What follows belongs to an exercise in optimizing a design on an open flow for small area; a production flow would make more cautious choices.
Only simulation tests tie the RTL to the original design; equivalence was not proved.
Power figures rest on the tool's default switching activity, not on a simulated workload.

==> design/flow/design.v <==
package utils_pkg;
    typedef enum logic [2:0] {
        ST_IDLE = 3'd0,
        ST_HDR  = 3'd1,
        ST_DATA = 3'd2,
        ST_ERR  = 3'd3,
        ST_DONE = 3'd4
    } state_t;
    typedef struct packed {
        logic [7:0]  header;
        logic [3:0]  opcode;
        logic [63:0] data;
        logic [3:0]  error;
        state_t      m_state;
    } packet_t;
endpackage
module fifo_ptr #(
    parameter int DEPTH      = 16,
    parameter int COUNT_SIZE = (DEPTH <= 1) ? 1 : $clog2(DEPTH)
) (
    input  logic                  aclk,
    input  logic                  resetn,
    input  logic                  adv,
    output logic [COUNT_SIZE-1:0] ptr
);
    always_ff @(posedge aclk or negedge resetn) begin
        if (!resetn)
            ptr <= '0;
        else if (adv)
            ptr <= (ptr == COUNT_SIZE'(DEPTH - 1)) ? '0 : ptr + 1'b1;
    end
endmodule
module generic_fifo #(
    parameter int DEPTH      = 16,
    parameter int COUNT_SIZE = (DEPTH <= 1) ? 1 : $clog2(DEPTH)
) (
    input  logic                  aclk,
    input  logic                  resetn,
    input  logic                  push,
    input  logic                  pop,
    output logic [COUNT_SIZE-1:0] wr_ptr,
    output logic [COUNT_SIZE-1:0] rd_ptr,
    output logic                  full,
    output logic                  empty,
    input  utils_pkg::packet_t    data_in,
    output utils_pkg::packet_t    data_out
);
    logic [$bits(data_in)-1:0] mem [DEPTH];
    logic [COUNT_SIZE:0]   count;
    logic                  do_push;
    logic                  do_pop;
    assign empty    = (count == '0);
    assign full     = (count == (COUNT_SIZE + 1)'(DEPTH));
    assign do_push  = push && (!full || pop);
    assign do_pop   = pop && !empty;
    assign data_out = mem[rd_ptr];
    fifo_ptr #(.DEPTH(DEPTH), .COUNT_SIZE(COUNT_SIZE)) u_wr_ptr (
        .aclk   (aclk),
        .resetn (resetn),
        .adv    (do_push),
        .ptr    (wr_ptr)
    );
    fifo_ptr #(.DEPTH(DEPTH), .COUNT_SIZE(COUNT_SIZE)) u_rd_ptr (
        .aclk   (aclk),
        .resetn (resetn),
        .adv    (do_pop),
        .ptr    (rd_ptr)
    );
    always_ff @(posedge aclk or negedge resetn) begin
        if (!resetn)
            count <= '0;
        else if (do_push != do_pop)
            count <= do_push ? count + 1'b1 : count - 1'b1;
    end
    always_ff @(posedge aclk or negedge resetn) begin
        if (!resetn) begin
            for (int i = 0; i < DEPTH; i++)
                mem[i] <= '0;
        end else if (do_push) begin
            mem[wr_ptr] <= data_in;
        end
    end
endmodule
==> design/flow/run.sh <==
#!/bin/bash
# synth_recipe.tcl (not shown) runs the flow's synth.tcl, then flattens the netlist and writes it again
# the make line also repeats each setting of config.mk as NAME=value (left out here)
make -C /OpenROAD-flow-scripts/flow DESIGN_CONFIG=/design/flow/config.mk WORK_HOME=/design/flow/orfs CLKGATE_MAP_FILE= SYNTH_SCRIPT=/design/flow/synth_recipe.tcl finish
==> design/flow/config.mk <==
export PLATFORM = sky130hd
export DESIGN_NAME = generic_fifo
export DESIGN_NICKNAME = generic_fifo
export VERILOG_FILES = /design/flow/design.v
export SDC_FILE = /design/flow/constraint.sdc
export NUM_CORES = 4
export LEC_CHECK = 0
export CAP_MARGIN = 20
export CORE_MARGIN = 2
export CORE_UTILIZATION = 40
export SLEW_MARGIN = 20
==> design/flow/constraint.sdc <==
create_clock -name core_clock -period 7.0 [get_ports {aclk}]
set_input_delay 1.4000 -clock core_clock [delete_from_list [all_inputs] [get_ports {aclk}]]
set_output_delay 1.4000 -clock core_clock [all_outputs]
set_load 0.01 [all_outputs]
==> reports/results.ini, run 1 <==
[status]
status = finished clean

[worst_setup_path]
start_kind = register
crit_required_ns = 5.60
crit_chain = inv_1 > ha_4 > inv_1 > nor2_2 > buf_4 > a2111oi_0 > a21oi_1 > clkdlybuf4s50_1
path_max_fanout = 39
slowest_delay_ns = 0.66
cpMostUsedCell = inv_1
cp_data_arrival_time_ns = 4.83
crit_buf_inv = 4
endpoint_kind = output port
cp_slowest_cell = clkdlybuf4s50_1
cpLargestDelayFamily = buffers and inverters
crit_type = reg -> out

[sta]
hold_viol_final = 0
setup_viol = 0
period_share_pct = 89.0
fmax_mhz = 161
tns_ns = 0
maxSlewViolCount = 0
hold_ws_ns = 0.498
worst_pin_slew_ns = 1.24
rsz0062_at_grt = false
finClkSkew_ns = 0.0199
finalCriticalPeriod_ns = 6.23
slew_headroom_pct = 17.3

[floorplan]
io_pins = 180
rows = 142
die-area_mm2 = 0.155
start_util_pct = 40.3
die_w_um = 393
fp.dieH_um = 393
core_mm2 = 0.150

[power_and_ir_drop]
power_density_mw_per_mm2 = 529
clockPowerShare_pct = 21.3
p_int_mw = 22.9
max-vdd-ir-drop_mv = 0.417
finalPower_mw = 36.2
switching_share_pct = 36.8
pwr-share-seq_pct = 37.3
p_leak_nw = 28.6
p_switching_mw = 13.3
comb_power_share_pct = 41.4

[clock_network]
clk_pin_slew_ns = 0.06
cts_root_buf = clkbuf_16
cts_max_level = 4
cts_buffer_depth = 3
cts_buffers = 143
cts_setup_buffers = 0
cts_num_sinks = 1341
cts.repair.resized = 0
cts_hold_buf = 0
clk_latency_ns = 0.77
cts_tree = built

[drt]
wl_per_cell_um = 29.3
antenna_left = 0
drtIter0Drc = 3764
first_pass_iters = 6
viasPerCell = 6.07
routed_wl_um = 194000
num_vias = 40000
drc = 0

[global_routing]
gr-total-overflow = 0
track_usage_pct = 25.0
grt_max_degree = 164
grt_pass1_vias = 40600
grt_pass1_wl_um = 285000
antenna_found_initial = 21

[yosys]
synthCells = 4511
synth.most_common_cell = mux2_2
yosysUniqueCellTypes = 70
synth_top_area_share_pct = 55.4
synthFlopType = dfrtp_1
avgSynthCellArea_um2 = 13.4
yosys.area.top_type = dfrtp_1
ys_ff_latch = 1341
synthArstFlopShare_pct = 100
synth_fp_nets = 4610
synthTopCellsByArea = dfrtp_1 (55%), mux2_2 (25%), a22oi_1 (2.2%)
yosys-top-cells-count = mux2_2 (1353), dfrtp_1 (1341), clkbuf_1 (242)
syn-cell-area_mm2 = 0.0606
synth_seq_area_share_pct = 55.4
yosys_warnings = 3
synth_edf_count = 0

[finish]
synthToLayoutAreaGrowth_pct = 13.2
layout.nets = 4567
drive_gt1_share_pct = 37.4
finalNonFillerCells = 6598
stdcell_area_mm2 = 0.0686

[run]
maxCapViolCount = 0

[placement]
post_dp_cell_area_mm2 = 0.0638
placedCellCount = 6339
place.gp.congestion = 0.770
dp_hpwl_um = 103000
io_buffers = 179

[hold_path]
hold_class = reg -> reg

[cell families after synthesis]
kind of cell | count (synthesis) | synth area share [%]
adder cells (fa/ha/maj) | 12 | 0.260
XOR/XNOR | 6 | 0.0868
AO/OA/AOI/OAI | 877 | 10.9
buffers and inverters | 471 | 4.01
flip-flops | 1341 | 55.4
AND/OR/NAND/NOR | 384 | 2.91
multiplexers | 1420 | 26.4
[layout make-up]
type	count	area, um^2
sequential	1341	33600
tap	2016	2520
timing repair buffer	270	2820
antenna	4	10.0
fill	13400	81600
clock buffer	211	4180
multi-input combinational	2699	24900
clock inverter	44	559
inverter	13	53.8
[stage by stage]
| step | util (%) | worst slack [ns] |
|---|---|---|
| floorplan | - | 3.28 |
| global placement | 42.5 | 1.66 |
| detailed placement | 42.5 | 1.59 |
| CTS | 45.7 | 0.744 |
| global route | 45.7 | 0.597 |
| finish | 45.7 | 0.770 |
[registers in the layout (all words and copies together) (netlist names)]
signal,cells
u_rd_ptr.ptr,4
count,5
u_wr_ptr.ptr,4
mem,1328
[worst reg2reg max path, stage by stage, from the launching register on]
cell      delay, ns
dfrtp_1        0.45
or4_1          0.79
o21ai_1        0.62
ha_1           0.39
a21o_1         0.21
a2111o_1       0.40
o211a_1        0.13
or3_1          0.36
[placed cells by master (no fill, tap or decap), types with 12 or more instances in the layout]
cell type and n:
mux2_2 1353, dfrtp_1 1339, a22oi_1 180, clkdlybuf4s50_1 178, clkbuf_16 147, a21oi_1 120
nand2_1 107, nor2_1 106, a221oi_1 91, a222oi_1 67, nand3_1 66, a31oi_1 65
buf_4 65, mux2i_1 60, o21ai_0 54, a22o_1 50, clkbuf_1 38, o22ai_1 36
a211oi_1 27, clkbuf_8 26, buf_12 26, a32o_1 22, and3_1 21, o211ai_1 21
o2bb2ai_1 20, clkinv_2 18, o32a_1 14, a311oi_1 13, nor2_4 13, a221o_1 13
and2_1 12, a32oi_1 12
[power groups by stage]
stage	Combinational [mW]	Sequential (mW)	Clock [mW]
global route	15.9	14.0	8.14
finish	15.0	13.5	7.71
detailed placement	15.0	13.6	0
global placement	14.8	13.5	0
floorplan	9.30	13.0	0
CTS	15.1	13.5	7.83
[per-layer routing]
layer / GRT usage [%] / up-vias / part of all wire, %
met4: 8.11 / 20 / 2.8
met3: 4.39 / 297 / 6.1
met1: 34.2 / 21600 / 44
met2: 40.2 / 1288 / 47
li1: - / 16900 / -
met5: 0 / - / 0.073
[worst paths after layout]
kind                                                   from  cells past startpoint  slack [ns]                      end
max in group asynchronous                            resetn                      3        4.70   mem[9][18]$_DFFE_PN0P_
worst min register to register      mem[14][79]$_DFFE_PN0P_                      1        0.50  mem[14][79]$_DFFE_PN0P_
worst max-delay path            u_rd_ptr.ptr[0]$_DFFE_PN0P_                      8        0.77              data_out[1]
worst max register to register         count[0]$_DFFE_PN0P_                      7        3.53     count[4]$_DFFE_PN0P_
worst min-delay path                mem[14][79]$_DFFE_PN0P_                      1        0.50  mem[14][79]$_DFFE_PN0P_
min in group asynchronous                            resetn                      1        0.59   mem[4][76]$_DFFE_PN0P_
==> inputs of run 2 (changes only) <==
--- a/design/flow/design.v
+++ b/design/flow/design.v
@@ -30,6 +30,26 @@
             ptr <= (ptr == COUNT_SIZE'(DEPTH - 1)) ? '0 : ptr + 1'b1;
     end
 endmodule
+module fifo_row #(
+    parameter int W    = 83,
+    parameter bit LAST = 1'b0
+) (
+    input  logic         aclk,
+    input  logic         hold,
+    input  logic         shift,
+    input  logic         load,
+    input  logic [W-1:0] d,
+    input  logic [W:0]   nxt,
+    output logic [W:0]   q
+);
+    if (LAST) begin : g_last
+        always_ff @(posedge aclk)
+            q <= ~((q & {(W+1){hold}}) | ({1'b0, d} & {(W+1){load}}));
+    end else begin : g_mid
+        always_ff @(posedge aclk)
+            q <= ~((q & {(W+1){hold}}) | (nxt & {(W+1){shift}}) | ({1'b0, d} & {(W+1){load}}));
+    end
+endmodule
 module generic_fifo #(
     parameter int DEPTH      = 16,
     parameter int COUNT_SIZE = (DEPTH <= 1) ? 1 : $clog2(DEPTH)
@@ -45,15 +65,19 @@
     input  utils_pkg::packet_t    data_in,
     output utils_pkg::packet_t    data_out
 );
-    logic [$bits(data_in)-1:0] mem [DEPTH];
+    localparam int W = $bits(data_in);
+    logic [W:0]            rows [DEPTH+1];
     logic [COUNT_SIZE:0]   count;
+    logic [DEPTH:0]        at;           
+    logic [DEPTH-1:0]      hold;
+    logic [DEPTH-1:0]      shift;
+    logic [DEPTH-1:0]      load;
     logic                  do_push;
     logic                  do_pop;
     assign empty    = (count == '0);
     assign full     = (count == (COUNT_SIZE + 1)'(DEPTH));
     assign do_push  = push && (!full || pop);
     assign do_pop   = pop && !empty;
-    assign data_out = mem[rd_ptr];
     fifo_ptr #(.DEPTH(DEPTH), .COUNT_SIZE(COUNT_SIZE)) u_wr_ptr (
         .aclk   (aclk),
         .resetn (resetn),
@@ -72,12 +96,22 @@
         else if (do_push != do_pop)
             count <= do_push ? count + 1'b1 : count - 1'b1;
     end
-    always_ff @(posedge aclk or negedge resetn) begin
-        if (!resetn) begin
-            for (int i = 0; i < DEPTH; i++)
-                mem[i] <= '0;
-        end else if (do_push) begin
-            mem[wr_ptr] <= data_in;
-        end
+    assign rows[DEPTH] = '0;
+    for (genvar i = 0; i < DEPTH; i++) begin : g_slot
+        assign at[i]    = (count == (COUNT_SIZE + 1)'(i));
+        assign load[i]  = do_push && (do_pop ? at[i+1] : at[i]);
+        assign shift[i] = do_pop && !load[i];
+        assign hold[i]  = !do_pop && !load[i];
+        fifo_row #(.W(W), .LAST(i == DEPTH - 1)) u_row (
+            .aclk  (aclk),
+            .hold  (hold[i]),
+            .shift (shift[i]),
+            .load  (load[i]),
+            .d     (data_in),
+            .nxt   (rows[i+1]),
+            .q     (rows[i])
+        );
     end
+    assign at[DEPTH] = full;
+    assign data_out = rows[0][W-1:0] ^ {W{rows[0][W]}};
 endmodule
--- a/design/flow/config.mk
+++ b/design/flow/config.mk
@@ -9,3 +9,5 @@
 export CORE_MARGIN = 2
 export CORE_UTILIZATION = 40
 export SLEW_MARGIN = 20
+export SYNTH_HIERARCHICAL = 1
+export SYNTH_MINIMUM_KEEP_SIZE = 0
==> reports/results.ini, run 2 <==
[clock_network]
cts_buffer_depth = 3  ; unchanged
cts_buffers = 139  ; -2.8%
cts.repair.resized = 0  ; unchanged
clk_pin_slew_ns = 0.06  ; about the same
cts_root_buf = clkbuf_16
clk_latency_ns = 0.74  ; -0.03 ns
cts_hold_buf = 0  ; unchanged
cts_num_sinks = 1357  ; +1.2%
cts_tree = built
cts_max_level = 4  ; unchanged
cts_setup_buffers = 0  ; unchanged

[sta]
tns_ns = 0  ; unchanged
finalCriticalPeriod_ns = 4.72  ; -1.51 ns
setup_viol = 0  ; unchanged
fmax_mhz = 212  ; +32%
period_share_pct = 67.4  ; -22 points
maxSlewViolCount = 0  ; unchanged
finClkSkew_ns = 0.0253  ; +0.00546 ns
slew_headroom_pct = 21.2  ; +3.9 points
worst_pin_slew_ns = 1.18  ; -0.0579 ns
worst_slack_ns = 2.28  ; +1.51 ns
hold_viol_final = 0  ; unchanged
rsz0062_at_grt = false

[yosys]
avgSynthCellArea_um2 = 13.5  ; +0.80%
synth_fp_nets = 3491  ; -24%
syn-cell-area_mm2 = 0.0460  ; -24%
yosys_warnings = 12  ; +9
synthCells = 3395  ; -25%

[power_and_ir_drop]
max-vdd-ir-drop_mv = 0.318  ; -24%
power_density_mw_per_mm2 = 560  ; +6.0%
p_leak_nw = 18.1  ; -36%
finalPower_mw = 29.2  ; -20%

[drt]
drc = 0  ; unchanged
antenna_left = 0  ; unchanged
num_vias = 34800  ; -13%
wl_per_cell_um = 27.0  ; -8.1%
viasPerCell = 7.00  ; +15%
drtIter0Drc = 8391  ; +120%
routed_wl_um = 134000  ; -31%
first_pass_iters = 14  ; +8

[worst_setup_path]
slowest_delay_ns = 0.87  ; +0.21 ns
cp_slowest_cell = o21ai_4
r2r-start = count[0]$_DFFE_PN0P_
crit_buf_inv = 3  ; -1
path_max_fanout = 61  ; +56%
crit_required_ns = 7.57  ; +1.97 ns
startpoint = count[0]$_DFFE_PN0P_
cpLargestDelayFamily = buffers and inverters
crit_type = reg -> reg
crit_end = g_slot[1].u_row.q[58]$_DFF_P_
critical_path_depth = 9  ; +1
r2r-end = g_slot[1].u_row.q[58]$_DFF_P_
start_kind = register
cp_data_arrival_time_ns = 5.29  ; +0.46 ns
endpoint_kind = register
crit_chain = inv_1 > ha_1 > nand2b_1 > o21ai_4 > inv_2 > mux2i_1 > nor2_4 > buf_4 > a222oi_1
r2r_cells = 9  ; +2
reg2reg_setup_slack_ns = 2.28  ; -1.25 ns

[floorplan]
rows = 124  ; -13%
fp.dieH_um = 343  ; -13%
die-area_mm2 = 0.118  ; -24%
io_pins = 180  ; unchanged
core_mm2 = 0.114  ; -24%
start_util_pct = 40.2  ; -0.10 points
die_w_um = 343  ; -13%

[finish]
final_cell_mix = dfxtp_1 (1343), a222oi_1 (1245), clkdlybuf4s50_1 (179)
finalNonFillerCells = 4973  ; -25%
reg_top3 = g_slot.u_row.q (1344), count (5)
largest_reg_flops = 1344  ; +1.2%
final_common_cell = dfxtp_1
synthToLayoutAreaGrowth_pct = 13.2  ; about the same
drive_gt1_share_pct = 11.9  ; -25 points
layout.nets = 3451  ; -24%
top_register = g_slot.u_row.q

[global_routing]
grt_max_degree = 85  ; -48%
track_usage_pct = 21.8  ; -3.2 points
grt_pass1_wl_um = 203000  ; -29%
gr-total-overflow = 0  ; unchanged
grt_pass1_vias = 33100  ; -18%
antenna_found_initial = 10  ; -52%

[hold_path]
hold_class = reg -> reg

[placement]
place.gp.congestion = 0.763  ; -0.84%
io_buffers = 179  ; unchanged
place_ws_ns = 1.73  ; +0.138 ns
placedCellCount = 4725  ; -25%
dp_hpwl_um = 75100  ; -27%

[status]
status = finished clean

[run]
maxCapViolCount = 0  ; unchanged

[run 2: changes by cell type in the layout (fill, tap and decap cells not counted), sizes merged, moves of 90 or more]
cell,change
nand2,-98
dfrtp,-1328
a21oi,-109
a222oi,+1178
dfxtp,+1344
mux2,-1351
a221oi,-90
[run 2: report_power, final]
group / switching (mW) / internal [mW]
clock: 3.03 / 4.33
sequential: 2.25 / 11.9
combinational: 3.54 / 4.16
[run 2: worst reg2reg max path, delay by kind of cell (launching register included)]
kind	cells	cell delay, ns
AO/OA/AOI/OAI	2	1.10
adder cells (fa/ha/maj)	1	0.31
flip-flops	1	0.44
buffers and inverters	3	1.38
multiplexers	1	0.40
AND/OR/NAND/NOR	2	0.93
[run 2: metrics by stage]
stage	util [%]	hold slack (ns)	cell area, um^2
2_1_floorplan	-	0.365	46000
3_3_place_gp	41.4	0.374	47300
3_5_place_dp	41.5	0.380	47400
4_1_cts	45.5	0.395	52000
5_1_grt	45.6	0.410	52000
6_report	45.6	0.396	52000
[run 2: cell type report]
class	instances	area (um^2)
fill	10400	62200
sequential	1357	27200
multi-input combinational	1586	15600
clock buffer	211	4170
timing repair buffer	263	2670
tap	1512	1890
clock inverter	35	449
inverter	8	30.0
antenna	1	2.50
[run 2: worst min path at each step]
| stage | startpoint | end | cells after the start |
|---|---|---|---|
| after global routing | g_slot[15].u_row.q[83]$_DFF_P_ | g_slot[15].u_row.q[83]$_DFF_P_ | 1 |
| after detailed placement | g_slot[15].u_row.q[83]$_DFF_P_ | g_slot[15].u_row.q[83]$_DFF_P_ | 1 |
| after CTS | g_slot[15].u_row.q[83]$_DFF_P_ | g_slot[15].u_row.q[83]$_DFF_P_ | 1 |
| after floorplan | g_slot[15].u_row.q[83]$_DFF_P_ | g_slot[15].u_row.q[83]$_DFF_P_ | 1 |
| final | g_slot[15].u_row.q[83]$_DFF_P_ | g_slot[15].u_row.q[83]$_DFF_P_ | 1 |
| after global placement | g_slot[15].u_row.q[83]$_DFF_P_ | g_slot[15].u_row.q[83]$_DFF_P_ | 1 |
[run 2: layer usage]
layer	wire [um]	up-vias	part of all wire, %	global-route usage [%]
li1	-	15300	-	-
met1	56800	17600	42	29.5
met2	60500	1714	45	34.6
met3	14100	204	11	5.39
met4	2630	16	2.0	6.30
met5	109	-	0.081	0
==> inputs of run 3 (changes only) <==
==> design/flow/flow/run.sh (new file) <==
#!/bin/bash
# The standard layout (the standard.sh, unchanged synthesis) with two changes:
# - the input and output ports are buffered with buf_1 instead of the default cell;
# - clock tree synthesis clusters 16 flip-flops per clkbuf_8 and adds no dummy loads.
set -euo pipefail
export BUFFER_PORTS_ARGS="-buffer_cell sky130_fd_sc_hd__buf_1"
export CTS_ARGS="-sink_clustering_enable -repair_clock_nets -dont_use_dummy_load -buf_list sky130_fd_sc_hd__clkbuf_8 -sink_clustering_size 16 -sink_clustering_max_diameter 100"
bash standard.sh > standard_flow.log 2>&1
==> design/flow/standard.sh (new file) <==
#!/bin/bash
# synth_recipe.tcl (not shown) runs the flow's synth.tcl, then flattens the netlist and writes it again
# the make line also repeats each setting of config.mk as NAME=value (left out here)
make -C /OpenROAD-flow-scripts/flow DESIGN_CONFIG=/design/flow/config.mk WORK_HOME=/design/flow/orfs CLKGATE_MAP_FILE= SYNTH_SCRIPT=/design/flow/synth_recipe.tcl "${@:-finish}"
--- a/design/flow/config.mk
+++ b/design/flow/config.mk
@@ -7,7 +7,7 @@
 export LEC_CHECK = 0
 export CAP_MARGIN = 20
 export CORE_MARGIN = 2
-export CORE_UTILIZATION = 40
+export CORE_UTILIZATION = 60
 export SLEW_MARGIN = 20
 export SYNTH_HIERARCHICAL = 1
 export SYNTH_MINIMUM_KEEP_SIZE = 0
removed: design/flow/run.sh
==> reports/results.ini, run 3 <==
[finish]
layout.nets = 3382  ; -2.0%
synthToLayoutAreaGrowth_pct = 1.61
largest_reg_flops = 1344  ; unchanged
reg_top3 = g_slot.u_row.q (1344), count (5)
drive_gt1_share_pct = 8.19  ; -3.7 points
final_cell_mix = dfxtp_1 (1343), a222oi_1 (1245), buf_1 (179)
top_register = g_slot.u_row.q
final_common_cell = dfxtp_1
stdcell_area_mm2 = 0.0467  ; -10%

[sta]
maxSlewViolCount = 0  ; unchanged
slew_headroom_pct = 22.3  ; +1.1 points
tns_ns = 0  ; unchanged
worst_pin_slew_ns = 1.16  ; -0.0170 ns
period_share_pct = 70.4  ; +2.9 points
fmax_mhz = 203  ; -4.2%
setup_viol = 0  ; unchanged
finalCriticalPeriod_ns = 4.92  ; +0.205 ns
hold_viol_final = 0  ; unchanged
rsz0062_at_grt = false
finClkSkew_ns = 0.0491  ; +0.0238 ns

[clock_network]
cts_max_level = 3  ; -1
cts_hold_buf = 0  ; unchanged
clk_pin_slew_ns = 0.10  ; +0.04 ns
cts_root_buf = clkbuf_8
cts_buffers = 94  ; -32%
cts.repair.resized = 0  ; unchanged
cts_buffer_depth = 3  ; unchanged
cts_setup_buffers = 0  ; unchanged
clk_latency_ns = 0.76  ; +0.02 ns
cts_num_sinks = 1357  ; unchanged
cts_tree = built

[hold_path]
hold_class = reg -> reg

[global_routing]
antenna_found_initial = 8  ; -2
gr-total-overflow = 0  ; unchanged
met1_usage_pct = 40.3  ; +11 points
grt_max_degree = 85  ; unchanged
grtUsageMet2_pct = 52.7  ; +18 points
busiest_layer = met2
track_usage_pct = 31.4  ; +9.5 points
grtUsageMet3_pct = 6.26  ; +0.87 points
grt_pass1_wl_um = 197000  ; -2.9%
grt_pass1_vias = 33800  ; +2.2%

[yosys]
synth_fp_nets = 3491  ; unchanged
syn-cell-area_mm2 = 0.0460  ; unchanged
yosys_warnings = 12  ; unchanged
synthCells = 3395  ; unchanged
avgSynthCellArea_um2 = 13.5  ; unchanged

[drt]
routed_wl_um = 128000  ; -4.5%
wl_per_cell_um = 30.0  ; +11%
drtIter0Drc = 8162  ; -2.7%
drc = 0  ; unchanged
antenna_left = 0  ; unchanged
num_vias = 34600  ; -0.69%
first_pass_iters = 12  ; -2
viasPerCell = 8.10  ; +16%

[power_and_ir_drop]
finalPower_mw = 24.7  ; -15%
pwr-share-seq_pct = 57.4  ; +9.0 points
comb_power_share_pct = 28.4  ; +2.0 points
p_leak_nw = 15.9  ; -12%
p_switching_mw = 8.17  ; -7.4%
max-vdd-ir-drop_mv = 0.270  ; -15%
p_int_mw = 16.5  ; -19%
power_density_mw_per_mm2 = 528  ; -5.8%
clockPowerShare_pct = 14.2  ; -11 points
switching_share_pct = 33.1  ; +2.9 points

[floorplan]
core_mm2 = 0.0758  ; -34%
start_util_pct = 60.6  ; +20 points
die_w_um = 281  ; -18%
die-area_mm2 = 0.0788  ; -33%
io_pins = 180  ; unchanged
rows = 101  ; -19%
fp.dieH_um = 281  ; -18%

[worst_setup_path]
start_kind = register
path_max_fanout = 52  ; -15%
crit_required_ns = 7.55  ; -0.02 ns
reg2reg_setup_slack_ns = 2.08  ; -0.20 ns
endpoint_kind = register
cp_data_arrival_time_ns = 5.47  ; +0.18 ns
crit_type = reg -> reg

[status]
status = finished clean

[placement]
dp_hpwl_um = 69100  ; -8.0%
post_dp_cell_area_mm2 = 0.0454  ; -4.2%
io_buffers = 179  ; unchanged
place.gp.congestion = 0.812  ; +6.3%

[run]
maxCapViolCount = 0  ; unchanged

run 3: cell types whose count changed in the layout (fill, tap and decap cells not counted), sizes merged:
| cell | change |
|---|---|
| clkbuf | -117 |
| buf | +155 |
| clkdlybuf4s50 | -179 |
| bufinv | -5 |
| inv | -6 |
| diode | +6 |
| clkinv | -24 |
run 3: power groups by stage:
stage	logic (mW)	registers (mW)	clock network [mW]
3_5_place_dp	6.96	14.3	0
2_1_floorplan	5.65	13.5	0
4_1_cts	6.97	14.1	3.58
5_1_grt	7.59	14.6	3.85
6_report	7.00	14.2	3.50
3_3_place_gp	6.69	14.0	0
run 3: worst max-delay path, cell delays in order (launching register included):
cell      delay, ns
dfrtp_1        0.46
inv_1          0.19
ha_1           0.34
nand2b_1       0.27
o21ai_4        0.88
inv_2          0.68
nor2_4         0.86
buf_4          0.73
a222oi_1       0.23
run 3: worst paths after layout:
check / end / from / cells after the start
max in group asynchronous: count[1]$_DFFE_PN0P_ / resetn / 1
setup reg to reg: g_slot[12].u_row.q[67]$_DFF_P_ / count[0]$_DFFE_PN0P_ / 8
setup / recovery: g_slot[12].u_row.q[67]$_DFF_P_ / count[0]$_DFFE_PN0P_ / 8
hold / removal: g_slot[15].u_row.q[83]$_DFF_P_ / g_slot[15].u_row.q[83]$_DFF_P_ / 1
min in group asynchronous: u_wr_ptr.ptr[0]$_DFFE_PN0P_ / resetn / 1
hold reg to reg: g_slot[15].u_row.q[83]$_DFF_P_ / g_slot[15].u_row.q[83]$_DFF_P_ / 1
run 3: area by class of cell:
cell class / instances / area, um^2
clock buffers: 94 / 1290
inverters: 8 / 30.0
flip-flops and latches: 1357 / 27200
multi-input cells: 1586 / 15600
diodes: 7 / 17.5
repair buffers: 239 / 1320
well taps: 978 / 1220
fillers: 6012 / 29100
run 3: per-stage QoR:
stage          worst slack (ns)  std cells  hold WS, ns  utilization, %
2_1_floorplan              4.01       3395        0.365               -
3_3_place_gp               1.85       4166        0.374            59.8
3_5_place_dp               1.65       4168        0.378            59.8
4_1_cts                    2.16       4262        0.401            61.5
5_1_grt                    1.88       4267        0.407            61.6
6_report                   2.08       4269        0.398            61.6
run 3: routing by layer:
layer / part of all wire (%) / up-vias
met4: 2.6 / 4
met3: 10 / 228
met5: 0.015 / -
li1: - / 15000
met1: 39 / 17500
met2: 48 / 1850
==> inputs of run 4 (changes only) <==
--- a/design/flow/design.v
+++ b/design/flow/design.v
@@ -90,12 +90,16 @@
         .adv    (do_pop),
         .ptr    (rd_ptr)
     );
+    logic last_push;    
     always_ff @(posedge aclk or negedge resetn) begin
         if (!resetn)
-            count <= '0;
+            last_push <= 1'b0;
         else if (do_push != do_pop)
-            count <= do_push ? count + 1'b1 : count - 1'b1;
+            last_push <= do_push;
     end
+    logic [COUNT_SIZE-1:0] diff;
+    assign diff  = wr_ptr - rd_ptr;
+    assign count = {last_push && (diff == '0), diff};
     assign rows[DEPTH] = '0;
     for (genvar i = 0; i < DEPTH; i++) begin : g_slot
         assign at[i]    = (count == (COUNT_SIZE + 1)'(i));
==> reports/results.ini, run 4 <==
[status]
status = finished clean

[worst_setup_path]
cp_data_arrival_time_ns = 5.54  ; +0.07 ns
crit_type = reg -> reg
start_kind = register
path_max_fanout = 42  ; -19%
crit_buf_inv = 4  ; +1
crit_required_ns = 7.53  ; -0.02 ns
cpLargestDelayFamily = compound AO/OA/AOI/OAI gates
slowest_delay_ns = 0.84  ; -0.04 ns
cp_slowest_cell = o31ai_4
crit_chain = inv_1 > ha_1 > inv_1 > fa_1 > nand2b_4 > or3_4 > o31ai_4 > inv_4 > a21oi_4 > buf_4 > a222oi_1
endpoint_kind = register
cpMostUsedCell = inv_1

[hold_path]
hold_class = reg -> reg

[clock_network]
cts_buffer_depth = 3  ; unchanged
cts_tree = built
cts_setup_buffers = 0  ; unchanged
cts_buffers = 94  ; unchanged
cts_max_level = 3  ; unchanged
cts_root_buf = clkbuf_8
cts_hold_buf = 0  ; unchanged
cts.repair.resized = 0  ; unchanged
cts_num_sinks = 1353  ; -0.29%
clk_latency_ns = 0.74  ; -0.02 ns
clk_pin_slew_ns = 0.10  ; about the same

[sta]
tns_ns = 0  ; unchanged
worst_pin_slew_ns = 1.18  ; +0.0203 ns
slew_headroom_pct = 21.1  ; -1.2 points
hold_viol_final = 0  ; unchanged
hold_ws_ns = 0.404  ; +0.00618 ns
finalCriticalPeriod_ns = 5.01  ; +0.0881 ns
period_share_pct = 71.6  ; +1.3 points
fmax_mhz = 199  ; -1.8%
setup_viol = 0  ; unchanged
rsz0062_at_grt = false
maxSlewViolCount = 0  ; unchanged
finClkSkew_ns = 0.0582  ; +0.00907 ns

[power_and_ir_drop]
p_leak_nw = 15.9  ; about the same
switching_share_pct = 38.5  ; +5.3 points
max-vdd-ir-drop_mv = 0.531  ; +97%
p_switching_mw = 11.5  ; +41%
comb_power_share_pct = 39.7  ; +11 points
power_density_mw_per_mm2 = 642  ; +22%
p_int_mw = 18.4  ; +12%
pwr-share-seq_pct = 48.6  ; -8.8 points
clockPowerShare_pct = 11.7  ; -2.5 points

[drt]
antenna_left = 0  ; unchanged
viasPerCell = 8.33  ; +2.9%
drc = 0  ; unchanged
wl_per_cell_um = 31.6  ; +5.5%
drtIter0Drc = 9359  ; +15%
num_vias = 35400  ; +2.5%
routed_wl_um = 135000  ; +5.0%
first_pass_iters = 13  ; +1

[global_routing]
gr-total-overflow = 0  ; unchanged
grt_pass1_vias = 34200  ; +1.2%
grt_max_degree = 85  ; unchanged
grt_pass1_wl_um = 204000  ; +3.4%
antenna_found_initial = 4  ; -4
track_usage_pct = 32.8  ; +1.5 points

[floorplan]
die_w_um = 280  ; -0.27%
io_pins = 180  ; unchanged
core_mm2 = 0.0757  ; -0.17%
start_util_pct = 60.4  ; -0.23 points
rows = 101  ; unchanged
die-area_mm2 = 0.0784  ; -0.53%
fp.dieH_um = 280  ; -0.27%

[finish]
reg_top3 = g_slot.u_row.q (1344), u_rd_ptr.ptr (4), u_wr_ptr.ptr (4)
multi_input_area_mm2 = 0.0155  ; -0.49%
final_cell_mix = dfxtp_1 (1343), a222oi_1 (1245), buf_1 (179)
finalNonFillerCells = 4252  ; -0.40%
layout.nets = 3368  ; -0.41%
register_area_mm2 = 0.0271  ; -0.37%
largest_reg_flops = 1344  ; unchanged
nFillCells = 6018  ; +0.10%
final_common_cell = dfxtp_1
top_register = g_slot.u_row.q
synthToLayoutAreaGrowth_pct = 2.17
drive_gt1_share_pct = 8.62  ; +0.42 points

[yosys]
yosys_warnings = 12  ; unchanged
avgSynthCellArea_um2 = 13.6  ; +0.26%
synth_fp_nets = 3461  ; -0.86%
synthCells = 3368  ; -0.80%
syn-cell-area_mm2 = 0.0457  ; -0.54%

[placement]
io_buffers = 179  ; unchanged
dp_hpwl_um = 70300  ; +1.7%
placedCellCount = 4157  ; -0.26%
place.gp.congestion = 0.837  ; +3.1%

[run]
maxCapViolCount = 0  ; unchanged

## run 4: stage by stage
step           worst slack (ns)  instance area (um^2)  utilization [%]  total power [mW]
6_report                   1.99                 46700             61.7              30.0
5_1_grt                    1.78                 46700             61.7              31.5
4_1_cts                    2.05                 46700             61.6              29.8
3_5_place_dp               2.10                 45400             59.9              26.4
3_3_place_gp               1.90                 45200             59.8              25.7
2_1_floorplan              3.48                 45700                -              23.1
## run 4: power groups by stage
stage / sequential (mW) / clock (mW) / combinational [mW]
after global routing: 15.0 / 3.85 / 12.7
final: 14.6 / 3.50 / 11.9
after CTS: 14.5 / 3.57 / 11.7
after detailed placement: 14.7 / 0 / 11.7
after global placement: 14.4 / 0 / 11.2
after floorplan: 13.8 / 0 / 9.28
## run 4: worst reg2reg max path, stage by stage, from the launching register on
cell and delay, ns:
dfrtp_1 0.46, inv_1 0.07, ha_1 0.22, inv_1 0.08, fa_1 0.53, nand2b_4 0.23, or3_4 0.39, o31ai_4 0.84
inv_4 0.41, a21oi_4 0.79, buf_4 0.57, a222oi_1 0.23
## run 4: worst paths after layout
| check | start | cells past startpoint | endpoint | slack (ns) |
|---|---|---|---|---|
| max | u_wr_ptr.ptr[0]$_DFFE_PN0P_ | 11 | g_slot[4].u_row.q[28]$_DFF_P_ | 1.99 |
| min | g_slot[15].u_row.q[83]$_DFF_P_ | 1 | g_slot[15].u_row.q[83]$_DFF_P_ | 0.40 |
| max reg2reg | u_wr_ptr.ptr[0]$_DFFE_PN0P_ | 11 | g_slot[4].u_row.q[28]$_DFF_P_ | 1.99 |
| min reg2reg | g_slot[15].u_row.q[83]$_DFF_P_ | 1 | g_slot[15].u_row.q[83]$_DFF_P_ | 0.40 |
| max in group asynchronous | resetn | 1 | u_rd_ptr.ptr[2]$_DFFE_PN0P_ | 6.00 |
| min in group asynchronous | resetn | 1 | u_wr_ptr.ptr[3]$_DFFE_PN0P_ | 0.63 |
## run 4: routing by layer
metal  up-vias  global-route usage [%]  wire length [um]
met5         -                       0                37
met4         6                    11.2              4120
met3       300                    5.50             14800
met2      2209                    53.3             62400
met1     18000                    44.5             53300
li1      14900                       -                 -
## run 4: cell type report
type | instances | share of cell area (%)
tap | 978 | 2.62
antenna | 1 | 0.00536
timing repair buffer | 251 | 3.23
inverter | 10 | 0.0857
sequential | 1353 | 58.1
multi-input combinational | 1565 | 33.2
clock buffer | 94 | 2.77
==> inputs of run 5 (changes only) <==
--- a/design/flow/design.v
+++ b/design/flow/design.v
@@ -44,7 +44,7 @@
 );
     if (LAST) begin : g_last
         always_ff @(posedge aclk)
-            q <= ~((q & {(W+1){hold}}) | ({1'b0, d} & {(W+1){load}}));
+            q <= ~((q | {(W+1){load}}) & ({1'b0, d} | {(W+1){hold}}));
     end else begin : g_mid
         always_ff @(posedge aclk)
             q <= ~((q & {(W+1){hold}}) | (nxt & {(W+1){shift}}) | ({1'b0, d} & {(W+1){load}}));
@@ -105,7 +105,7 @@
         assign at[i]    = (count == (COUNT_SIZE + 1)'(i));
         assign load[i]  = do_push && (do_pop ? at[i+1] : at[i]);
         assign shift[i] = do_pop && !load[i];
-        assign hold[i]  = !do_pop && !load[i];
+        assign hold[i]  = (i == DEPTH - 1) ? !load[i] : !do_pop && !load[i];
         fifo_row #(.W(W), .LAST(i == DEPTH - 1)) u_row (
             .aclk  (aclk),
             .hold  (hold[i]),
--- a/design/flow/config.mk
+++ b/design/flow/config.mk
@@ -5,9 +5,9 @@
 export SDC_FILE = /design/flow/constraint.sdc
 export NUM_CORES = 4
 export LEC_CHECK = 0
-export CAP_MARGIN = 20
+export CAP_MARGIN = 0
 export CORE_MARGIN = 2
 export CORE_UTILIZATION = 60
-export SLEW_MARGIN = 20
+export SLEW_MARGIN = 0
 export SYNTH_HIERARCHICAL = 1
 export SYNTH_MINIMUM_KEEP_SIZE = 0
==> reports/results.ini, run 5 <==
[sta]
setup_viol = 0  ; unchanged
slew_headroom_pct = 8.98  ; -12 points
hold_viol_final = 0  ; unchanged
maxSlewViolCount = 0  ; unchanged
tns_ns = 0  ; unchanged
finClkSkew_ns = 0.0571  ; -0.00109 ns
worst_pin_slew_ns = 1.36  ; +0.175 ns
rsz0062_at_grt = false
finalCriticalPeriod_ns = 5.20  ; +0.191 ns
period_share_pct = 74.3  ; +2.7 points
fmax_mhz = 192  ; -3.7%

[worst_setup_path]
crit_end = g_slot[2].u_row.q[58]$_DFF_P_
crit_chain = inv_1 > ha_1 > inv_1 > fa_1 > or3b_4 > or2_4 > o31ai_4 > inv_4 > a21oi_4 > buf_12 > a222oi_1
cp_data_arrival_time_ns = 5.75  ; +0.21 ns
cpMostUsedCell = inv_1
crit_type = reg -> reg
r2r-start = u_wr_ptr.ptr[0]$_DFFE_PN0P_
slowest_delay_ns = 0.95  ; +0.11 ns
endpoint_kind = register
start_kind = register
r2r_cells = 11  ; unchanged
r2r-end = g_slot[2].u_row.q[58]$_DFF_P_
crit_required_ns = 7.54  ; about the same
path_max_fanout = 59  ; +40%
cp_slowest_cell = a21oi_4
startpoint = u_wr_ptr.ptr[0]$_DFFE_PN0P_
reg2reg_setup_slack_ns = 1.80  ; -0.19 ns

[drt]
drc = 0  ; unchanged
routed_wl_um = 137000  ; +1.8%
wl_per_cell_um = 32.2  ; +1.9%
first_pass_iters = 15  ; +2
drtIter0Drc = 9010  ; -3.7%
num_vias = 35400  ; +0.031%
viasPerCell = 8.34  ; +0.15%
antenna_left = 0  ; unchanged

[floorplan]
io_pins = 180  ; unchanged
die_w_um = 279  ; -0.41%
die-area_mm2 = 0.0778  ; -0.82%
start_util_pct = 60.8  ; +0.40 points
fp.dieH_um = 279  ; -0.41%
rows = 100  ; -0.99%
core_mm2 = 0.0746  ; -1.5%

[clock_network]
cts_buffer_depth = 3  ; unchanged
cts_max_level = 3  ; unchanged
cts_setup_buffers = 0  ; unchanged
cts_hold_buf = 0  ; unchanged
cts_root_buf = clkbuf_8
cts_tree = built
clk_latency_ns = 0.75  ; about the same
cts_buffers = 94  ; unchanged
clk_pin_slew_ns = 0.10  ; about the same
cts.repair.resized = 0  ; unchanged
cts_num_sinks = 1353  ; unchanged

[finish]
final_cell_mix = dfxtp_1 (1343), a222oi_1 (1245), buf_1 (179)
synthToLayoutAreaGrowth_pct = 1.87
finalNonFillerCells = 4247  ; -0.12%
layout.nets = 3369  ; +0.030%
final_common_cell = dfxtp_1
reg_top3 = g_slot.u_row.q (1344), u_rd_ptr.ptr (4), u_wr_ptr.ptr (4)
top_register = g_slot.u_row.q
largest_reg_flops = 1344  ; unchanged
drive_gt1_share_pct = 6.81  ; -1.8 points

[global_routing]
antenna_found_initial = 9  ; +5
track_usage_pct = 33.9  ; +1.0 points
grt_pass1_wl_um = 208000  ; +1.9%
gr-total-overflow = 0  ; unchanged
grt_pass1_vias = 34500  ; +0.91%
grt_max_degree = 85  ; unchanged

[power_and_ir_drop]
p_leak_nw = 15.8  ; -0.78%
power_density_mw_per_mm2 = 650  ; +1.2%
max-vdd-ir-drop_mv = 0.432  ; -19%

[hold_path]
hold_class = reg -> reg

[placement]
io_buffers = 179  ; unchanged
dp_hpwl_um = 71900  ; +2.3%
place.gp.congestion = 0.826  ; -1.3%
placedCellCount = 4149  ; -0.19%

[status]
status = finished clean

[yosys]
synth_fp_nets = 3463  ; +0.058%
syn-cell-area_mm2 = 0.0453  ; -0.84%
yosys_warnings = 12  ; unchanged
synthCells = 3370  ; +0.059%
avgSynthCellArea_um2 = 13.4  ; -0.90%

[run]
maxCapViolCount = 0  ; unchanged

## run 5: layout make-up
type                            instances  area [um^2]
Tap cell                              969         1210
Antenna cell                            4         10.0
Multi-Input combinational cell       1566        15100
Sequential cell                      1353        27100
Timing Repair Buffer                  251         1380
Fill cell                            5897        28400
Inverter                               10         40.0
Clock buffer                           94         1290
## run 5: where the power goes
| group | switching, mW | internal, mW | leakage [nW] |
|---|---|---|---|
| combinational | 6.98 | 4.97 | 3.65 |
| clock | 2.30 | 1.21 | 0.676 |
| sequential | 2.39 | 12.2 | 11.5 |
| total | 11.7 | 18.3 | 15.8 |
## run 5: metal layers
layer  track usage (%)  vias up  wire length [um]
li1                  -    14900                 -
met1              44.9    17900             54000
met2              53.8     2292             61600
met3              8.18      339             16400
met4              12.8       14              4800
met5                 0        -               126
## run 5: how the worst min path moves through the flow
stage	cells after the start	to	slack, ns	start
2_1_floorplan	1	g_slot[14].u_row.q[83]$_DFF_P_	0.41	g_slot[15].u_row.q[83]$_DFF_P_
3_3_place_gp	1	g_slot[0].u_row.q[83]$_DFF_P_	0.42	g_slot[1].u_row.q[83]$_DFF_P_
3_5_place_dp	1	g_slot[0].u_row.q[83]$_DFF_P_	0.43	g_slot[1].u_row.q[83]$_DFF_P_
4_1_cts	1	g_slot[13].u_row.q[83]$_DFF_P_	0.41	g_slot[14].u_row.q[83]$_DFF_P_
5_1_grt	1	g_slot[9].u_row.q[23]$_DFF_P_	0.44	g_slot[10].u_row.q[23]$_DFF_P_
6_report	1	g_slot[13].u_row.q[83]$_DFF_P_	0.42	g_slot[14].u_row.q[83]$_DFF_P_
## run 5: worst max-delay path, delay by kind of cell, from the launching register on
family	cells	cell delay (ns)
AO/OA/AOI/OAI	3	2.00
flip-flops	1	0.47
buffers and inverters	4	0.96
AND/OR/NAND/NOR	2	0.74
adder cells (fa/ha/maj)	2	0.75
## run 5: through the flow
stage / total power [mW] / instance area, um^2 / hold slack [ns] / util, % / setup slack (ns)
after floorplan: 23.0 / 45300 / 0.408 / - / 3.44
after global placement: 25.7 / 44900 / 0.418 / 60.2 / 2.05
after global routing: 31.5 / 46200 / 0.441 / 61.9 / 1.68
after CTS: 29.7 / 46200 / 0.409 / 61.9 / 1.90
after detailed placement: 26.3 / 44900 / 0.427 / 60.2 / 1.89
final: 30.0 / 46200 / 0.418 / 61.9 / 1.80
==> inputs of run 6 (changes only) <==
==> design/flow/run.sh (new file) <==
#!/bin/bash
# synth_recipe.tcl (not shown) runs the flow's synth.tcl, then flattens the netlist and writes it again
# the make line also repeats each setting of config.mk as NAME=value (left out here)
make -C /OpenROAD-flow-scripts/flow DESIGN_CONFIG=/design/flow/config.mk WORK_HOME=/design/flow/orfs CLKGATE_MAP_FILE= SYNTH_SCRIPT=/design/flow/synth_recipe.tcl finish
--- a/design/flow/config.mk
+++ b/design/flow/config.mk
@@ -8,6 +8,9 @@
 export CAP_MARGIN = 0
 export CORE_MARGIN = 2
 export CORE_UTILIZATION = 60
+export CTS_BUF_LIST = sky130_fd_sc_hd__clkbuf_8
+export CTS_CLUSTER_DIAMETER = 100
+export CTS_CLUSTER_SIZE = 16
 export SLEW_MARGIN = 0
 export SYNTH_HIERARCHICAL = 1
 export SYNTH_MINIMUM_KEEP_SIZE = 0
removed: design/flow/flow/run.sh
removed: design/flow/standard.sh
==> reports/results.ini, run 6 <==
[floorplan]
rows = 100  ; unchanged
io_pins = 180  ; unchanged
core_mm2 = 0.0746  ; unchanged
fp.dieH_um = 279  ; unchanged
die_w_um = 279  ; unchanged
start_util_pct = 60.8  ; unchanged
die-area_mm2 = 0.0778  ; unchanged

[power_and_ir_drop]
power_density_mw_per_mm2 = 649  ; -0.19%
p_leak_nw = 16.3  ; +3.5%
clockPowerShare_pct = 11.6  ; about the same
pwr-share-seq_pct = 47.1  ; -1.4 points
p_switching_mw = 11.7  ; +0.11%
max-vdd-ir-drop_mv = 0.505  ; +17%
comb_power_share_pct = 41.2  ; +1.4 points
finalPower_mw = 30.8  ; +2.5%
p_int_mw = 19.1  ; +4.1%
switching_share_pct = 38.0  ; -0.92 points

[drt]
first_pass_iters = 15  ; unchanged
wl_per_cell_um = 32.0  ; -0.61%
viasPerCell = 8.33  ; -0.13%
drtIter0Drc = 9480  ; +5.2%
drc = 0  ; unchanged
wl_met1_um = 54400  ; +0.74%
met2_length_um = 62300  ; +1.2%
num_vias = 35500  ; +0.25%
wl_met3_um = 15500  ; -5.3%
routed_wl_um = 137000  ; -0.23%
dr.max_layer_used = met5
antenna_left = 0  ; unchanged

[clock_network]
cts_buffer_depth = 3  ; unchanged
cts_tree = built
cts_setup_buffers = 0  ; unchanged
cts_max_level = 3  ; unchanged
cts_hold_buf = 0  ; unchanged
cts_buffers = 94  ; unchanged
clk_pin_slew_ns = 0.10  ; about the same
cts_root_buf = clkbuf_8
cts.repair.resized = 0  ; unchanged
clk_latency_ns = 0.75  ; about the same
cts_num_sinks = 1353  ; unchanged

[yosys]
yosys_warnings = 12  ; unchanged
avgSynthCellArea_um2 = 13.4  ; unchanged
synth_fp_nets = 3463  ; unchanged
synthCells = 3370  ; unchanged
syn-cell-area_mm2 = 0.0453  ; unchanged

[finish]
reg_top3 = g_slot.u_row.q (1344), u_rd_ptr.ptr (4), u_wr_ptr.ptr (4)
synthToLayoutAreaGrowth_pct = 4.66
final_cell_mix = dfxtp_1 (1343), a222oi_1 (1245), clkdlybuf4s50_1 (179)
top_register = g_slot.u_row.q
final_common_cell = dfxtp_1
final_core_util_pct = 63.6  ; +1.7 points
nFillCells = 5824  ; -1.2%
layout.nets = 3374  ; +0.15%
drive_gt1_share_pct = 7.17  ; +0.36 points
largest_reg_flops = 1344  ; unchanged

[global_routing]
track_usage_pct = 33.7  ; -0.16 points
grt_max_degree = 85  ; unchanged
gr-total-overflow = 0  ; unchanged
antenna_found_initial = 8  ; -1
grt_pass1_wl_um = 208000  ; +0.17%
grt_pass1_vias = 34600  ; +0.093%

[worst_setup_path]
r2r-end = g_slot[3].u_row.q[24]$_DFF_P_
crit_type = reg -> reg
path_max_fanout = 30  ; -49%
r2r_cells = 11  ; unchanged
r2r-start = u_wr_ptr.ptr[0]$_DFFE_PN0P_
start_kind = register
cp_data_arrival_time_ns = 6.03  ; +0.28 ns
endpoint_kind = register
crit_end = g_slot[3].u_row.q[24]$_DFF_P_
crit_required_ns = 7.57  ; +0.03 ns
startpoint = u_wr_ptr.ptr[0]$_DFFE_PN0P_
reg2reg_setup_slack_ns = 1.54  ; -0.26 ns

[sta]
slew_headroom_pct = 8.17  ; -0.81 points
finClkSkew_ns = 0.0352  ; -0.0219 ns
setup_viol = 0  ; unchanged
tns_ns = 0  ; unchanged
worst_pin_slew_ns = 1.37  ; +0.0165 ns
maxSlewViolCount = 0  ; unchanged
worst_slack_ns = 1.54  ; -0.256 ns
finalCriticalPeriod_ns = 5.46  ; +0.256 ns
hold_viol_final = 0  ; unchanged
period_share_pct = 78.0  ; +3.7 points
fmax_mhz = 183  ; -4.7%
hold_ws_ns = 0.430  ; +0.0123 ns
rsz0062_at_grt = false

[run]
maxCapViolCount = 0  ; unchanged

[placement]
place_ws_ns = 1.72  ; -0.175 ns
io_buffers = 179  ; unchanged
dp_hpwl_um = 71700  ; -0.24%
place.gp.congestion = 0.856  ; +3.6%

[status]
status = finished clean

[hold_path]
hold_class = reg -> reg
hold_start = g_slot[2].u_row.q[75]$_DFF_P_

## run 6: cell count changes in the layout (fill, tap and decap cells not counted), sizes merged
cell / previous run / this run
buf: 251 / 77
clkbuf: 94 / 97
clkdlybuf4s50: 0 / 179
clkinvlp: 0 / 4
inv: 9 / 13
## run 6: worst min-delay path by stage
stage	to	slack, ns	cells after the start
after global routing	g_slot[9].u_row.q[83]$_DFF_P_	0.46	1
after global placement	g_slot[14].u_row.q[83]$_DFF_P_	0.42	1
after detailed placement	g_slot[8].u_row.q[83]$_DFF_P_	0.43	1
final	g_slot[1].u_row.q[75]$_DFF_P_	0.43	1
after floorplan	g_slot[14].u_row.q[83]$_DFF_P_	0.41	1
after CTS	g_slot[5].u_row.q[83]$_DFF_P_	0.44	1
## run 6: through the flow
step                area (um^2)  cells
finish                    47400   4263
global route              47400   4262
CTS                       47400   4259
detailed placement        46000   4154
global placement          46000   4154
floorplan                 45300   3370
## run 6: power by group through the flow
stage | sequential, mW | clock [mW] | combinational (mW)
floorplan | 13.9 | 0 | 9.20
global placement | 14.4 | 0 | 12.0
detailed placement | 14.6 | 0 | 12.5
CTS | 14.4 | 3.63 | 12.5
global route | 14.9 | 3.90 | 13.4
finish | 14.5 | 3.57 | 12.7
## run 6: layer usage
metal | vias up | GRT usage (%)
met3 | 300 | 6.78
met5 | - | 0.375
met2 | 2202 | 53.7
li1 | 14900 | -
met1 | 18100 | 45.4
met4 | 14 | 12.7
## run 6: cell type report
cell class / instances / area (um^2) / area share, %
clock buffer: 97 / 1340 / 2.81
sequential: 1353 / 27100 / 57.2
multi-input combinational: 1566 / 15100 / 31.8
tap: 969 / 1210 / 2.56
clock inverter: 8 / 50.0 / 0.106
inverter: 10 / 40.0 / 0.0844
timing repair buffer: 256 / 2540 / 5.37
antenna: 4 / 10.0 / 0.0211
## run 6: critical path, cell delays in order (launching register included)
cell	delay (ns)
dfrtp_1	0.46
inv_1	0.09
ha_1	0.18
inv_1	0.06
fa_1	0.59
or3b_4	0.48
or2_4	0.28
o31ai_4	0.86
inv_4	0.41
a21oi_4	1.14
buf_4	0.52
a222oi_1	0.18
==> inputs of run 7 (changes only) <==
--- a/design/flow/design.v
+++ b/design/flow/design.v
@@ -44,7 +44,7 @@
 );
     if (LAST) begin : g_last
         always_ff @(posedge aclk)
-            q <= ~((q | {(W+1){load}}) & ({1'b0, d} | {(W+1){hold}}));
+            q <= ~((q & {(W+1){hold}}) | ({1'b0, d} & {(W+1){load}}));
     end else begin : g_mid
         always_ff @(posedge aclk)
             q <= ~((q & {(W+1){hold}}) | (nxt & {(W+1){shift}}) | ({1'b0, d} & {(W+1){load}}));
@@ -105,7 +105,7 @@
         assign at[i]    = (count == (COUNT_SIZE + 1)'(i));
         assign load[i]  = do_push && (do_pop ? at[i+1] : at[i]);
         assign shift[i] = do_pop && !load[i];
-        assign hold[i]  = (i == DEPTH - 1) ? !load[i] : !do_pop && !load[i];
+        assign hold[i]  = !do_pop && !load[i];
         fifo_row #(.W(W), .LAST(i == DEPTH - 1)) u_row (
             .aclk  (aclk),
             .hold  (hold[i]),
==> design/flow/flow/run.sh (new file) <==
#!/bin/bash
# The standard layout (the standard.sh, unchanged synthesis) with two changes:
# - the input and output ports are buffered with buf_1 instead of the default cell;
# - clock tree synthesis clusters 10 flip-flops per clkbuf_4 and adds no dummy loads.
set -euo pipefail
export BUFFER_PORTS_ARGS="-buffer_cell sky130_fd_sc_hd__buf_1"
export CTS_ARGS="-sink_clustering_enable -repair_clock_nets -dont_use_dummy_load -buf_list sky130_fd_sc_hd__clkbuf_4 -sink_clustering_size 10 -sink_clustering_max_diameter 50"
bash standard.sh > standard_flow.log 2>&1
==> design/flow/standard.sh (new file) <==
#!/bin/bash
# synth_recipe.tcl (not shown) runs the flow's synth.tcl, then flattens the netlist and writes it again
# the make line also repeats each setting of config.mk as NAME=value (left out here)
make -C /OpenROAD-flow-scripts/flow DESIGN_CONFIG=/design/flow/config.mk WORK_HOME=/design/flow/orfs CLKGATE_MAP_FILE= SYNTH_SCRIPT=/design/flow/synth_recipe.tcl "${@:-finish}"
==> design/flow/config.mk (replaced) <==
export PLATFORM = sky130hd
export DESIGN_NAME = generic_fifo
export DESIGN_NICKNAME = generic_fifo
export VERILOG_FILES = /design/flow/design.v
export SDC_FILE = /design/flow/constraint.sdc
export NUM_CORES = 4
export LEC_CHECK = 0
export CAP_MARGIN = 20
export CORE_MARGIN = 2
export CORE_UTILIZATION = 60
export SLEW_MARGIN = 20
export SYNTH_HIERARCHICAL = 1
export SYNTH_MINIMUM_KEEP_SIZE = 0
removed: design/flow/run.sh
==> reports/results.ini, run 7 <==
[placement]
placedCellCount = 4157  ; +0.072%
dp_hpwl_um = 70300  ; -2.0%
post_dp_cell_area_mm2 = 0.0454  ; -1.5%
place.gp.congestion = 0.837  ; -2.3%
place_ws_ns = 2.10  ; +0.378 ns
io_buffers = 179  ; unchanged

[clock_network]
cts.repair.resized = 0  ; unchanged
cts_setup_buffers = 0  ; unchanged
cts_max_level = 4  ; +1
clk_pin_slew_ns = 0.10  ; about the same
clk_latency_ns = 1.05  ; +0.30 ns
cts_root_buf = clkbuf_4
cts_num_sinks = 1353  ; unchanged
cts_buffers = 154  ; +64%
cts_tree = built
cts_buffer_depth = 3  ; unchanged
cts_hold_buf = 0  ; unchanged

[worst_setup_path]
slowest_delay_ns = 0.88  ; -0.26 ns
crit_type = reg -> reg
cpLargestDelayFamily = compound AO/OA/AOI/OAI gates
crit_required_ns = 7.82  ; +0.25 ns
start_kind = register
r2r-end = g_slot[14].u_row.q[39]$_DFF_P_
endpoint_kind = register
cp_slowest_cell = a21oi_4
path_max_fanout = 58  ; +93%
r2r_cells = 11  ; unchanged
cp_data_arrival_time_ns = 5.80  ; -0.23 ns
r2r-start = u_wr_ptr.ptr[0]$_DFFE_PN0P_
crit_buf_inv = 4  ; unchanged
reg2reg_setup_slack_ns = 2.02  ; +0.48 ns
startpoint = u_wr_ptr.ptr[0]$_DFFE_PN0P_
cpMostUsedCell = inv_1
crit_chain = inv_1 > ha_1 > inv_1 > fa_1 > nand2b_4 > or3_4 > o31ai_4 > inv_4 > a21oi_4 > buf_12 > a222oi_1

[sta]
maxSlewViolCount = 0  ; unchanged
fmax_mhz = 201  ; +9.6%
worst_slack_ns = 2.02  ; +0.478 ns
rsz0062_at_grt = false
hold_viol_final = 0  ; unchanged
finalCriticalPeriod_ns = 4.98  ; -0.478 ns
period_share_pct = 71.2  ; -6.8 points
slew_headroom_pct = 20.0  ; +12 points
finClkSkew_ns = 0.0800  ; +0.0448 ns
tns_ns = 0  ; unchanged
worst_pin_slew_ns = 1.20  ; -0.174 ns
setup_viol = 0  ; unchanged

[run]
maxCapViolCount = 0  ; unchanged

[finish]
stdcell_area_mm2 = 0.0466  ; -1.8%
synthToLayoutAreaGrowth_pct = 1.86
final_cell_mix = dfxtp_1 (1343), a222oi_1 (1245), buf_1 (179)
top_register = g_slot.u_row.q
drive_gt1_share_pct = 10.3  ; +3.1 points
reg_top3 = g_slot.u_row.q (1344), u_rd_ptr.ptr (4), u_wr_ptr.ptr (4)
nFillCells = 6031  ; +3.6%
final_common_cell = dfxtp_1
register_area_mm2 = 0.0271  ; unchanged
layout.nets = 3428  ; +1.6%
final_core_util_pct = 61.5  ; -2.1 points
multi_input_area_mm2 = 0.0155  ; +2.6%
largest_reg_flops = 1344  ; unchanged
finalNonFillerCells = 4312  ; +1.1%

[global_routing]
grt_pass1_vias = 34600  ; +0.069%
grtUsageMet3_pct = 5.96  ; -0.82 points
antenna_found_initial = 4  ; -4
grtUsageMet2_pct = 53.4  ; -0.28 points
busiest_layer = met2
track_usage_pct = 33.1  ; -0.60 points
met1_usage_pct = 44.4  ; -1.0 points
grt_pass1_wl_um = 204000  ; -1.7%
gr-total-overflow = 0  ; unchanged
grt_max_degree = 85  ; unchanged

[power_and_ir_drop]
comb_power_share_pct = 39.9  ; -1.3 points
p_leak_nw = 15.9  ; -2.5%
max-vdd-ir-drop_mv = 0.532  ; +5.2%
pwr-share-seq_pct = 48.8  ; +1.7 points
clockPowerShare_pct = 11.3  ; -0.3 points
p_switching_mw = 11.6  ; -1.0%
p_int_mw = 18.2  ; -4.4%
switching_share_pct = 38.8  ; +0.82 points
power_density_mw_per_mm2 = 640  ; -1.3%

[drt]
drc = 0  ; unchanged
drtIter0Drc = 9618  ; +1.5%
num_vias = 35700  ; +0.48%
antenna_left = 0  ; unchanged
routed_wl_um = 135000  ; -1.4%
first_pass_iters = 13  ; -2
viasPerCell = 8.28  ; -0.66%
wl_per_cell_um = 31.3  ; -2.5%

[status]
status = finished clean

[floorplan]
io_pins = 180  ; unchanged
core_mm2 = 0.0757  ; +1.5%
die_w_um = 280  ; +0.41%
start_util_pct = 60.4  ; -0.40 points
fp.dieH_um = 280  ; +0.41%
rows = 101  ; +1.0%
die-area_mm2 = 0.0784  ; +0.83%

[yosys]
synthCells = 3368  ; -0.059%
synth_fp_nets = 3461  ; -0.058%
syn-cell-area_mm2 = 0.0457  ; +0.84%
avgSynthCellArea_um2 = 13.6  ; +0.90%
yosys_warnings = 12  ; unchanged

[hold_path]
hold_class = in -> async

==> run 7: through the flow <==
step | total power [mW] | hold slack [ns]
2_1_floorplan | 23.1 | 0.365
3_3_place_gp | 25.7 | 0.375
3_5_place_dp | 26.4 | 0.381
4_1_cts | 29.6 | 0.265
5_1_grt | 31.4 | 0.322
6_report | 29.8 | 0.334
==> run 7: how the worst max path moves through the flow <==
stage / endpoint / slack [ns] / depth (start not counted)
2_1_floorplan: empty / 3.48 / 8
3_3_place_gp: g_slot[7].u_row.q[26]$_DFF_P_ / 1.90 / 11
3_5_place_dp: g_slot[4].u_row.q[28]$_DFF_P_ / 2.10 / 11
4_1_cts: g_slot[4].u_row.q[0]$_DFF_P_ / 2.09 / 11
5_1_grt: g_slot[4].u_row.q[59]$_DFF_P_ / 1.81 / 11
6_report: g_slot[14].u_row.q[39]$_DFF_P_ / 2.02 / 11
==> run 7: cell type report <==
| type | instances | share of cell area (%) |
|---|---|---|
| Antenna cell | 1 | 0.00537 |
| Clock buffer | 154 | 2.48 |
| Inverter | 10 | 0.0860 |
| Multi-Input combinational cell | 1565 | 33.3 |
| Sequential cell | 1353 | 58.3 |
| Tap cell | 978 | 2.63 |
| Timing Repair Buffer | 251 | 3.23 |
==> run 7: power groups by stage <==
stage,logic (mW),clock network (mW),registers [mW]
2_1_floorplan,9.28,0,13.8
3_3_place_gp,11.2,0,14.4
3_5_place_dp,11.7,0,14.7
4_1_cts,11.7,3.43,14.5
5_1_grt,12.7,3.73,15.0
6_report,11.9,3.36,14.5
==> run 7: metal layers <==
layer	vias up	wire length, um	part of all wire [%]
li1	15000	-	-
met5	-	36	0.027
met1	18000	53300	40
met3	311	15400	11
met4	6	4150	3.1
met2	2347	61900	46

-- static timing again, ports no longer ideal --
The results above use ideal ports. As a check the final layouts listed here were re-extracted and re-timed, cells and wires unchanged.
Step 1: set_driving_cell puts a clkbuf_16 on aclk and a buf_2 on each other input, an assumption about the parent block.
Step 2 adds t to the input delays and takes it off the output delays; t is the mean of the earliest and latest rising clock arrival at the registers after step 1. Input paths then give back, and output paths get back, about the clock's delay inside the block.
a / b / c = ideal ports / drivers / drivers and shift; a / b = the first two.
run	t, ns	slack for setup (ns)	cell pins on the clock port's net
run 1	0.850	0.770 / 0.685 / 1.535	1
run 2	0.799	2.280 / 2.280 / 1.602	1
run 3	0.795	2.075 / 2.075 / 1.561	1
run 4	0.780	1.987 / 1.987 / 1.987	1
run 5	0.786	1.796 / 1.796 / 1.754	1
run 6	0.795	1.540 / 1.541 / 1.541	1
run 7	1.060	2.019 / 2.019 / 2.019	1
After both steps setup and hold are still met in every run listed. For run 2, which loses most, drivers alone change the setup slack by 0.000 ns; drivers and shift together by -0.678 ns.
